From an optimization exercise on the open Yosys and OpenROAD flow, aimed at small area, a short achievable clock period and few clock cycles; shortcuts taken in it are not production practice.
No activity file was given, so power comes from the tool's default toggle rates.

## expression_lexer_core
module expression_lexer_core #(
  parameter int MAX_NAME_CHARS = 8,
  parameter int LINE_BITS      = 16
) (
  input  logic        clk,
  input  logic        rst_n,
  input  logic        in_valid,
  output logic        in_stall,
  input  logic [7:0]  in_char_code,
  input  logic        in_end_of_source,
  output logic        out_valid,
  input  logic        out_stall,
  output logic [3:0]  out_token_kind,
  output logic [30:0] out_number_value,
  output logic [63:0] out_name_chars,
  output logic [3:0]  out_name_length,
  output logic        out_name_truncated,
  output logic        out_number_overflow,
  output logic [15:0] out_line_number,
  output logic        out_last_of_run
);
clock: 7.0 ns
lec_check: 0
abc_area: 1
cap_margin: 20
core_margin: 2
core_utilization: 40
setup_slack_margin: 4.2
slew_margin: 20
standard.sh (not shown) runs the stock make flow with config.mk's settings and CLKGATE_MAP_FILE= SYNTH_SCRIPT=/design/flow/synth_recipe.tcl, a recipe that flattens the netlist after the stock synthesis.
==> flow/flow/run.sh <==
#!/bin/bash
# Standard synthesis unchanged, then the standard layout with every port
# buffered by a buf_2 (instead of the delay buffer buffer_ports picks).
set -euo pipefail
bash standard.sh synth > synth.log 2>&1
bash standard.sh "BUFFER_PORTS_ARGS=-buffer_cell sky130_fd_sc_hd__buf_2" finish > layout.log 2>&1
The first run finished with timing, DRC and antenna clean.
Edit:
--- a/flow/design.v
+++ b/flow/design.v
@@ -70,33 +70,36 @@
     case (c)
       elx_pkg::CH_LPAREN: sym_kind = elx_pkg::TK_LPAREN;
       elx_pkg::CH_RPAREN: sym_kind = elx_pkg::TK_RPAREN;
       elx_pkg::CH_STAR:   sym_kind = elx_pkg::TK_MUL;
       elx_pkg::CH_SLASH:  sym_kind = elx_pkg::TK_DIV;
       elx_pkg::CH_PLUS:   sym_kind = elx_pkg::TK_ADD;
       elx_pkg::CH_MINUS:  sym_kind = elx_pkg::TK_SUB;
       elx_pkg::CH_PCT:    sym_kind = elx_pkg::TK_MOD;
       elx_pkg::CH_EQ:     sym_kind = elx_pkg::TK_ASSIGN;
       default:            sym_kind = elx_pkg::TK_ERROR;
     endcase
   endfunction
-  localparam int IBW = 9;
+  localparam int IBW = 13;
   logic           ib_v0_r, ib_v1_r;
   logic [IBW-1:0] ib_d0_r, ib_d1_r;
   logic [IBW-1:0] in_word;
+  logic [1:0]     in_cls;
   logic           accept;
   logic           pop;
   assign in_stall = ib_v1_r;
   assign accept   = in_valid & ~ib_v1_r;
-  assign in_word  = {in_end_of_source, in_char_code};
+  assign in_cls   = byte_class(in_char_code);
+  assign in_word  = {in_char_code == elx_pkg::CH_NL, in_cls == RUN_UPPER, in_cls == RUN_LOWER,
+                     in_cls == RUN_NUM, in_end_of_source, in_char_code};
   always_ff @(posedge clk) begin
     if (!rst_n) begin
       ib_v0_r <= 1'b0;
       ib_v1_r <= 1'b0;
     end else if (pop) begin
       ib_v0_r <= ib_v1_r | accept;
       ib_v1_r <= ib_v1_r & accept;
     end else begin
       ib_v0_r <= ib_v0_r | accept;
       ib_v1_r <= ib_v1_r | (ib_v0_r & accept);
     end
   end
@@ -123,28 +126,28 @@
   logic [3:0]  o_kind_r;
   logic        o_last_r;
   logic        o_num_r;      
   logic [7:0]  o_lane_r;     
   logic [7:0] b;
   logic       eos;
   logic [1:0] cls;
   logic       cont, flush_a, sym, newrun;
   logic       o_free, split, close, wait_sl, bs, sel_r;
   logic       is_num, is_low, is_up, is_nl, is_run;
   assign b         = ib_d0_r[7:0];
   assign eos       = ib_d0_r[8];
-  assign is_num    = byte_class(b) == RUN_NUM;
-  assign is_low    = byte_class(b) == RUN_LOWER;
-  assign is_up     = byte_class(b) == RUN_UPPER;
-  assign is_nl     = b == elx_pkg::CH_NL;
+  assign is_num    = ib_d0_r[9];
+  assign is_low    = ib_d0_r[10];
+  assign is_up     = ib_d0_r[11];
+  assign is_nl     = ib_d0_r[12];
   assign is_run    = is_num | is_low | is_up;
   assign cls       = {is_low | is_up, is_num | is_up};
   assign cont      = (is_num & (mode_r == RUN_NUM)) | (is_low & (mode_r == RUN_LOWER))
                    | (is_up & (mode_r == RUN_UPPER));
   assign flush_a   = ~cont && (mode_r != RUN_NONE);
   assign sym       = ~is_run && (b != elx_pkg::CH_SPACE) && ~is_nl;
   assign newrun    = is_run && ~cont;
   assign o_free  = ~o_v_r | ~out_stall;
   assign split   = ib_v0_r & flush_a & newrun;
   assign close   = fin_r | split;
   assign wait_sl = sl_v_r & newrun & eos;
   assign bs      = o_free & ib_v0_r & ~close & ~wait_sl;
Result: First-iteration DRC count goes down by 17%; power decreases by 7.3%; global-route usage decreases by 1.3 points; final area climbs by 3.4%; sequential share of layout area goes up by 0.67 points; worst hold slack is about the same; core utilization shrinks by 2.9 points; area after synthesis goes up by 8.0%; sequential cell count rose by 8.
No run of this note included a check of the RTL's function; only the layout flow was run.

[port drivers added, routing unchanged]
The results above use ideal ports. As a check the final layouts listed here were re-extracted and re-timed, cells and wires unchanged. Step 1, drivers: a clkbuf_16 drives clk and a buf_2 each remaining input, both assumed. Step 2 also shifts input and output timing later by t, the mid clock arrival at the registers, as if the neighbouring blocks saw the same clock. Three values: ideal ports, drivers, drivers and shift; two values: the first two.
run	shift t [ns]	setup slack, ns	worst setup path after step 2	worst data-port slew with drivers (ns)	pins driven straight from the clock port
the first run	0.461	4.167 / 4.123 / 3.932	input to register	0.03	1
the second run	0.475	4.244 / 4.198 / 3.842	input to register	0.03	1
After both steps every run listed still meets setup and hold. The setup slack of the second run, which loses most, moves by -0.046 ns with the drivers and by -0.402 ns with both steps.
